From an optimization exercise on the open Yosys and OpenROAD flow, aimed at small area and a short achievable clock period; shortcuts taken in it are not production practice.
In this exercise RTL edits were held to simulation tests only and were not proved equivalent to the original.
Power figures rest on the tool's default switching activity, not on a simulated workload.

==> v17 <==
==> flow/design.v (excerpt) <==
module execTop (
  input  logic                   clk,
  input  logic                   rst,
  input  logic                   in_valid,
  input  logic [64-1:0]       inst_addr,
  input  logic [5-1:0] rd_addr,
  input  logic                   rd_we,
  input  logic [64-1:0]       rs1_data,
  input  logic [64-1:0]       rs2_data,
  input  logic [64-1:0]       imm,
  input  logic [6:0]             opcode,
  input  logic [2:0]             funct3,
  input  logic [6:0]             funct7,
  input  logic [6-1:0]    shamt,
  input  logic [5-1:0] zimm,
  input  logic                   csr_we,
  input  logic [64-1:0]       csr_rdata,
  output logic                   result_valid,
  output logic [5-1:0] res_rd_addr,
  output logic                   res_rd_we,
  output logic [64-1:0]       res_rd_data,
  output logic                   jump_flag,
  output logic [64-1:0]       jump_addr,
  output logic                   csr_wr_en,
  output logic [12-1:0] csr_wr_addr,
  output logic [64-1:0]       csr_wr_data
);
export LEC_CHECK = 0
export ABC_AREA = 1
export CAP_MARGIN = 20
export CORE_MARGIN = 2
export CORE_UTILIZATION = 30
export SETUP_SLACK_MARGIN = 2.0
export SLEW_MARGIN = 20
create_clock -name core_clock -period 6.5 [get_ports {clk}]
standard.sh (not shown) runs the stock make flow with config.mk's settings and CLKGATE_MAP_FILE= SYNTH_SCRIPT=/design/flow/synth_recipe.tcl, a recipe that flattens the netlist after the stock synthesis.
==> flow/flow/run.sh <==
#!/bin/bash
# The standard layout, with the smallest buffer on each input and output
# port instead of the one buffer_ports picks by default.
export BUFFER_PORTS_ARGS="-buffer_cell sky130_fd_sc_hd__buf_1"
bash standard.sh > standard.log 2>&1
==> inputs of v8, as changes to v17 <==
--- a/flow/design.v
+++ b/flow/design.v
@@ -90,18 +90,17 @@
 endpackage
 module prefixAdd #(parameter int W = 64, parameter int KIND = 0) (
   input  logic [W-1:0] a,
   input  logic [W-1:0] b,
   input  logic         cin,
   output logic [W-1:0] s,
   output logic         cout,
   output logic [W-1:0] p,
-  output logic [W-1:0] g,
-  output logic [W-1:0] c
+  output logic [W-1:0] g
 );
   logic [W:0] g0, p0, G, P, Gn, Pn;
   assign g0 = {a & b, cin};
   assign p0 = {a ^ b, 1'b0};
   localparam int N = W + 1;
   always_comb begin
     G = g0; P = p0;
     if (KIND == 0) begin
@@ -166,17 +165,16 @@
       end
       G = Gn; P = Pn;
     end
   end
   assign s    = p0[W:1] ^ G[W-1:0];
   assign cout = G[W];
   assign p    = p0[W:1];
   assign g    = g0[W:1];
-  assign c    = G[W-1:0];
 endmodule
 `timescale 1ns/100ps
 module execTop (
   input  logic                   clk,
   input  logic                   rst,
   input  logic                   in_valid,
   input  logic [64-1:0]       inst_addr,
   input  logic [5-1:0] rd_addr,
@@ -214,25 +212,25 @@
   assign isBranch  = (opcode == 7'b1100011);
   assign isSystem  = (opcode == 7'b1110011);
   assign alt       = (funct7 == 7'b0100000);
   logic isFull, isWord, isImmAlu;
   assign isFull   = isOp | isOpImm;
   assign isWord   = isOp32 | isOpImm32;
   assign isImmAlu = isOpImm | isOpImm32;
   logic            useImm, sub;
-  logic [63:0]     opB, opBx, sum, pBits, gBits, cBits;
+  logic [63:0]     opB, opBx, sum, pBits, gBits;
   logic            cout;
   assign useImm = ~opcode[5] | opcode[2];
   assign sub    = opcode[6] ? ~opcode[2] : (~funct3[2] & (funct3[1] | (opcode[5] & alt)));
   assign opB    = useImm ? imm : rs2_data;
   assign opBx   = opB ^ {64{sub}};
   prefixAdd #(.W(64), .KIND(2)) mainAdd (
     .a (rs1_data), .b (opBx), .cin (sub),
-    .s (sum), .cout (cout), .p (pBits), .g (gBits), .c (cBits)
+    .s (sum), .cout (cout), .p (pBits), .g (gBits)
   );
   logic ltu, lts, eq;
   assign ltu = ~cout;
   assign lts = (rs1_data[63] ^ opB[63]) ? rs1_data[63] : ltu;
   assign eq  = &pBits;
   logic [5:0]  shAmt;
   logic        shLeft, shArith;
   logic [63:0] shIn, shInRev, shOut, shOutRev;
@@ -253,26 +251,26 @@
   assign shOut  = $signed({shFill, shIn}) >>> shAmt;
   always_comb begin
     for (int i = 0; i < 64; i++) shOutRev[i] = shOut[63-i];
   end
   logic [63:0] pcSum, pcPlus4, immU;
   assign immU    = {imm[51:0], 12'd0};
   logic [63:0] pcAddB;
   logic        pcCout, incCout;
-  logic [63:0] pcP, pcG, pcC;
+  logic [63:0] pcP, pcG;
   logic [61:0] incP, incG;
   assign pcAddB  = opcode[6] ? imm : immU;
   prefixAdd #(.W(64), .KIND(0)) pcAdd (
     .a (inst_addr), .b (pcAddB), .cin (1'b0),
-    .s (pcSum), .cout (pcCout), .p (pcP), .g (pcG), .c (pcC)
+    .s (pcSum), .cout (pcCout), .p (pcP), .g (pcG)
   );
-  prefixAdd #(.W(62), .KIND(1)) pcInc (
+  prefixAdd #(.W(62), .KIND(0)) pcInc (
     .a (inst_addr[63:2]), .b (62'd0), .cin (1'b1),
-    .s (pcPlus4[63:2]), .cout (incCout), .p (incP), .g (incG), .c ()
+    .s (pcPlus4[63:2]), .cout (incCout), .p (incP), .g (incG)
   );
   assign pcPlus4[1:0] = inst_addr[1:0];
   logic f3is0, f3is1, f3is2, f3is3, f3is5, f3isXorOr, f3isOrAnd;
   logic aluOp;
   logic selAdd, selSll, selSr, selAddF, selSllF, selSrF;
   logic selSlt, selSltu, selP, selG, selLui, selAuipc, selLink, selCsr;
   logic [63:0] luiVal;
   logic [31:0] rdLo, rdHi;
@@ -295,43 +293,34 @@
   assign selSltu  = isFull & f3is3;
   assign selP     = isFull & f3isXorOr;
   assign selG     = isFull & f3isOrAnd;
   assign selLui   = isLui;
   assign selAuipc = isAuipc;
   assign selLink  = isJal | isJalr;
   assign selCsr   = isSystem;
   assign luiVal = {{32{imm[19]}}, imm[19:0], 12'd0};
-  logic [63:0] addSel0, addSel1, pcSel0, pcSel1, addPick, pcPick;
-  assign addSel0 = {{32{selAddF}}, {32{selAdd}}} & pBits;
-  assign addSel1 = {{32{selAddF}}, {32{selAdd}}} & ~pBits;
-  assign pcSel0  = {64{selAuipc}} & pcP;
-  assign pcSel1  = {64{selAuipc}} & ~pcP;
-  always_comb begin
-    for (int i = 0; i < 64; i++) begin
-      addPick[i] = cBits[i] ? addSel1[i] : addSel0[i];
-      pcPick[i]  = pcC[i] ? pcSel1[i] : pcSel0[i];
-    end
-  end
-  assign rdLo = addPick[31:0] | pcPick[31:0] |
+  assign rdLo = ({32{selAdd}}   & sum[31:0])      |
                 ({32{selSll}}   & shOutRev[31:0]) |
                 ({32{selSr}}    & shOut[31:0])    |
                 ({32{selP}}     & pBits[31:0])    |
                 ({32{selG}}     & gBits[31:0])    |
                 ({32{selLui}}   & luiVal[31:0])   |
+                ({32{selAuipc}} & pcSum[31:0])    |
                 ({32{selLink}}  & pcPlus4[31:0])  |
                 ({32{selCsr}}   & csr_rdata[31:0]) |
                 {31'd0, (selSlt & lts) | (selSltu & ltu)};
   assign rdHi = ({32{isWord & rdLo[31]}} )          |
-                addPick[63:32] | pcPick[63:32]      |
+                ({32{selAddF}}  & sum[63:32])       |
                 ({32{selSllF}}  & shOutRev[63:32])  |
                 ({32{selSrF}}   & shOut[63:32])     |
                 ({32{selP}}     & pBits[63:32])     |
                 ({32{selG}}     & gBits[63:32])     |
                 ({32{selLui}}   & luiVal[63:32])    |
+                ({32{selAuipc}} & pcSum[63:32])     |
                 ({32{selLink}}  & pcPlus4[63:32])   |
                 ({32{selCsr}}   & csr_rdata[63:32]);
   assign rdNext = {rdHi, rdLo};
   logic taken, jumpNext;
   always_comb begin
     case (funct3)
       3'd0:    taken = eq;
       3'd1:    taken = ~eq;
@@ -350,28 +339,20 @@
   always_comb begin
     case (funct3[1:0])
       2'd1:    csrData = csrSrc;
       2'd2:    csrData = csr_rdata | csrSrc;
       default: csrData = csr_rdata & ~csrSrc;
     endcase
   end
   logic [63:0] xNext;
-  logic        xJalr, xPc;
-  logic [63:0] xA0, xA1, xP0, xP1;
-  assign xJalr = ~opcode[4] & (opcode[3:2] == 2'b01);
-  assign xPc   = ~opcode[4] & (opcode[3:2] != 2'b01);
-  assign xA0   = {{63{xJalr}}, 1'b0} & pBits;
-  assign xA1   = {{63{xJalr}}, 1'b0} & ~pBits;
-  assign xP0   = {64{xPc}} & pcP;
-  assign xP1   = {64{xPc}} & ~pcP;
   always_comb begin
-    for (int i = 0; i < 64; i++)
-      xNext[i] = (cBits[i] ? xA1[i] : xA0[i]) | (pcC[i] ? xP1[i] : xP0[i]) |
-                 (opcode[4] & csrData[i]);
+    if (opcode[4])                 xNext = csrData;
+    else if (opcode[3:2] == 2'b01) xNext = {sum[63:1], 1'b0};
+    else                           xNext = pcSum;
   end
   logic [63:0] xReg;
   always_ff @(posedge clk) begin
     if (rst) begin
       result_valid <= 1'b0;
       res_rd_we    <= 1'b0;
       jump_flag    <= 1'b0;
       csr_wr_en    <= 1'b0;
- CORE_UTILIZATION: 30 -> 35
==> inputs of v37, as changes to v17 <==
--- a/flow/design.v
+++ b/flow/design.v
@@ -90,18 +90,17 @@
 endpackage
 module prefixAdd #(parameter int W = 64, parameter int KIND = 0) (
   input  logic [W-1:0] a,
   input  logic [W-1:0] b,
   input  logic         cin,
   output logic [W-1:0] s,
   output logic         cout,
   output logic [W-1:0] p,
-  output logic [W-1:0] g,
-  output logic [W-1:0] c
+  output logic [W-1:0] g
 );
   logic [W:0] g0, p0, G, P, Gn, Pn;
   assign g0 = {a & b, cin};
   assign p0 = {a ^ b, 1'b0};
   localparam int N = W + 1;
   always_comb begin
     G = g0; P = p0;
     if (KIND == 0) begin
@@ -166,17 +165,16 @@
       end
       G = Gn; P = Pn;
     end
   end
   assign s    = p0[W:1] ^ G[W-1:0];
   assign cout = G[W];
   assign p    = p0[W:1];
   assign g    = g0[W:1];
-  assign c    = G[W-1:0];
 endmodule
 `timescale 1ns/100ps
 module execTop (
   input  logic                   clk,
   input  logic                   rst,
   input  logic                   in_valid,
   input  logic [64-1:0]       inst_addr,
   input  logic [5-1:0] rd_addr,
@@ -214,25 +212,25 @@
   assign isBranch  = (opcode == 7'b1100011);
   assign isSystem  = (opcode == 7'b1110011);
   assign alt       = (funct7 == 7'b0100000);
   logic isFull, isWord, isImmAlu;
   assign isFull   = isOp | isOpImm;
   assign isWord   = isOp32 | isOpImm32;
   assign isImmAlu = isOpImm | isOpImm32;
   logic            useImm, sub;
-  logic [63:0]     opB, opBx, sum, pBits, gBits, cBits;
+  logic [63:0]     opB, opBx, sum, pBits, gBits;
   logic            cout;
   assign useImm = ~opcode[5] | opcode[2];
   assign sub    = opcode[6] ? ~opcode[2] : (~funct3[2] & (funct3[1] | (opcode[5] & alt)));
   assign opB    = useImm ? imm : rs2_data;
   assign opBx   = opB ^ {64{sub}};
   prefixAdd #(.W(64), .KIND(2)) mainAdd (
     .a (rs1_data), .b (opBx), .cin (sub),
-    .s (sum), .cout (cout), .p (pBits), .g (gBits), .c (cBits)
+    .s (sum), .cout (cout), .p (pBits), .g (gBits)
   );
   logic ltu, lts, eq;
   assign ltu = ~cout;
   assign lts = (rs1_data[63] ^ opB[63]) ? rs1_data[63] : ltu;
   assign eq  = &pBits;
   logic [5:0]  shAmt;
   logic        shLeft, shArith;
   logic [63:0] shIn, shInRev, shOut, shOutRev;
@@ -253,26 +251,26 @@
   assign shOut  = $signed({shFill, shIn}) >>> shAmt;
   always_comb begin
     for (int i = 0; i < 64; i++) shOutRev[i] = shOut[63-i];
   end
   logic [63:0] pcSum, pcPlus4, immU;
   assign immU    = {imm[51:0], 12'd0};
   logic [63:0] pcAddB;
   logic        pcCout, incCout;
-  logic [63:0] pcP, pcG, pcC;
+  logic [63:0] pcP, pcG;
   logic [61:0] incP, incG;
   assign pcAddB  = opcode[6] ? imm : immU;
   prefixAdd #(.W(64), .KIND(0)) pcAdd (
     .a (inst_addr), .b (pcAddB), .cin (1'b0),
-    .s (pcSum), .cout (pcCout), .p (pcP), .g (pcG), .c (pcC)
+    .s (pcSum), .cout (pcCout), .p (pcP), .g (pcG)
   );
-  prefixAdd #(.W(62), .KIND(1)) pcInc (
+  prefixAdd #(.W(62), .KIND(0)) pcInc (
     .a (inst_addr[63:2]), .b (62'd0), .cin (1'b1),
-    .s (pcPlus4[63:2]), .cout (incCout), .p (incP), .g (incG), .c ()
+    .s (pcPlus4[63:2]), .cout (incCout), .p (incP), .g (incG)
   );
   assign pcPlus4[1:0] = inst_addr[1:0];
   logic f3is0, f3is1, f3is2, f3is3, f3is5, f3isXorOr, f3isOrAnd;
   logic aluOp;
   logic selAdd, selSll, selSr, selAddF, selSllF, selSrF;
   logic selSlt, selSltu, selP, selG, selLui, selAuipc, selLink, selCsr;
   logic [63:0] luiVal;
   logic [31:0] rdLo, rdHi;
@@ -295,43 +293,34 @@
   assign selSltu  = isFull & f3is3;
   assign selP     = isFull & f3isXorOr;
   assign selG     = isFull & f3isOrAnd;
   assign selLui   = isLui;
   assign selAuipc = isAuipc;
   assign selLink  = isJal | isJalr;
   assign selCsr   = isSystem;
   assign luiVal = {{32{imm[19]}}, imm[19:0], 12'd0};
-  logic [63:0] addSel0, addSel1, pcSel0, pcSel1, addPick, pcPick;
-  assign addSel0 = {{32{selAddF}}, {32{selAdd}}} & pBits;
-  assign addSel1 = {{32{selAddF}}, {32{selAdd}}} & ~pBits;
-  assign pcSel0  = {64{selAuipc}} & pcP;
-  assign pcSel1  = {64{selAuipc}} & ~pcP;
-  always_comb begin
-    for (int i = 0; i < 64; i++) begin
-      addPick[i] = cBits[i] ? addSel1[i] : addSel0[i];
-      pcPick[i]  = pcC[i] ? pcSel1[i] : pcSel0[i];
-    end
-  end
-  assign rdLo = addPick[31:0] | pcPick[31:0] |
+  assign rdLo = ({32{selAdd}}   & sum[31:0])      |
                 ({32{selSll}}   & shOutRev[31:0]) |
                 ({32{selSr}}    & shOut[31:0])    |
                 ({32{selP}}     & pBits[31:0])    |
                 ({32{selG}}     & gBits[31:0])    |
                 ({32{selLui}}   & luiVal[31:0])   |
+                ({32{selAuipc}} & pcSum[31:0])    |
                 ({32{selLink}}  & pcPlus4[31:0])  |
                 ({32{selCsr}}   & csr_rdata[31:0]) |
                 {31'd0, (selSlt & lts) | (selSltu & ltu)};
   assign rdHi = ({32{isWord & rdLo[31]}} )          |
-                addPick[63:32] | pcPick[63:32]      |
+                ({32{selAddF}}  & sum[63:32])       |
                 ({32{selSllF}}  & shOutRev[63:32])  |
                 ({32{selSrF}}   & shOut[63:32])     |
                 ({32{selP}}     & pBits[63:32])     |
                 ({32{selG}}     & gBits[63:32])     |
                 ({32{selLui}}   & luiVal[63:32])    |
+                ({32{selAuipc}} & pcSum[63:32])     |
                 ({32{selLink}}  & pcPlus4[63:32])   |
                 ({32{selCsr}}   & csr_rdata[63:32]);
   assign rdNext = {rdHi, rdLo};
   logic taken, jumpNext;
   always_comb begin
     case (funct3)
       3'd0:    taken = eq;
       3'd1:    taken = ~eq;
@@ -350,28 +339,20 @@
   always_comb begin
     case (funct3[1:0])
       2'd1:    csrData = csrSrc;
       2'd2:    csrData = csr_rdata | csrSrc;
       default: csrData = csr_rdata & ~csrSrc;
     endcase
   end
   logic [63:0] xNext;
-  logic        xJalr, xPc;
-  logic [63:0] xA0, xA1, xP0, xP1;
-  assign xJalr = ~opcode[4] & (opcode[3:2] == 2'b01);
-  assign xPc   = ~opcode[4] & (opcode[3:2] != 2'b01);
-  assign xA0   = {{63{xJalr}}, 1'b0} & pBits;
-  assign xA1   = {{63{xJalr}}, 1'b0} & ~pBits;
-  assign xP0   = {64{xPc}} & pcP;
-  assign xP1   = {64{xPc}} & ~pcP;
   always_comb begin
-    for (int i = 0; i < 64; i++)
-      xNext[i] = (cBits[i] ? xA1[i] : xA0[i]) | (pcC[i] ? xP1[i] : xP0[i]) |
-                 (opcode[4] & csrData[i]);
+    if (opcode[4])                 xNext = csrData;
+    else if (opcode[3:2] == 2'b01) xNext = {sum[63:1], 1'b0};
+    else                           xNext = pcSum;
   end
   logic [63:0] xReg;
   always_ff @(posedge clk) begin
     if (rst) begin
       result_valid <= 1'b0;
       res_rd_we    <= 1'b0;
       jump_flag    <= 1'b0;
       csr_wr_en    <= 1'b0;
- SETUP_SLACK_MARGIN: 2.0 -> 1.6
==> comparison <==
Worst hold slack: v8 < v17 < v37. The lowest core utilization belongs to v37, the highest to v8. Power, lowest first: v37, v17, v8. Against v37, the first-iteration DRC count of v8 is larger by about 9%. Sequential power is about the same in v37 and v8. In synthesized cell count, v8 and v37 do not differ. Global-route usage: v17 is lower than v37 (1.0 points). Combinational power: v8 > v17 > v37.
==> figures <==
                                                                   v8             v17             v37
Result of the run                                      finished clean  finished clean  finished clean
Critical path's most frequent cell                                  -         nand2_2         nand3_1
Final worst setup slack                                       1.69 ns         1.89 ns         1.51 ns
Synthesized netlist net count                                    4824            4875            4824
Pin count of the biggest net entering global routing               71              66             130
Post-Syn Area per Cell                                       5.82 µm²        5.67 µm²        5.82 µm²
Net Sw Power                                                  3.42 mW         3.29 mW         3.17 mW
Complex-gate fraction of the synthesized area                   24.1%           25.1%           24.1%
Met2 usage                                                      67.8%           63.2%           61.9%
Mapped Cells                                                     4272            4377            4272
Number of clock buffer instances in the layout                     18              17              17
Die Span Y                                                     271 µm          292 µm          292 µm
Post-CTS setup buffer count                                        68              68               4
DP Worst Slack                                               0.350 ns        0.190 ns        0.168 ns
Die ar.                                                     73200 µm²       85100 µm²       85200 µm²
Portion of total power attributed to sequential cells           16.9%           17.5%           18.6%
Via count of the first global-routing pass                      33123           33253           32127
Max incr delay on CP                                          0.55 ns         0.34 ns         0.44 ns

## afterwards: timing with drivers on the ports
No port has a modelled driver above. Below, the same layouts with a new extraction and two added sets of constraints.
Step 1, drivers: a clkbuf_16 drives clk and a buf_2 each remaining input, both assumed.
Step 2 adds t to the input delays and takes it off the output delays; t is the mean of the earliest and latest rising clock arrival at the registers after step 1. Input paths then give back, and output paths get back, about the clock's delay inside the block.
a / b / c = no drivers / after step 1 / after step 2; a / b = the first two.
run	t, ns	setup slack, ns	worst register clock-pin slew, ns
v17	0.581	1.887 / 1.935 / 1.355	0.09 / 0.09
v8	0.570	1.690 / 1.447 / 0.877	0.09 / 0.09
v37	0.571	1.509 / 1.309 / 0.738	0.10 / 0.10
After both steps setup and hold are still met in every run listed. For v8, which loses most, drivers alone change the setup slack by -0.243 ns; drivers and shift together by -0.813 ns.
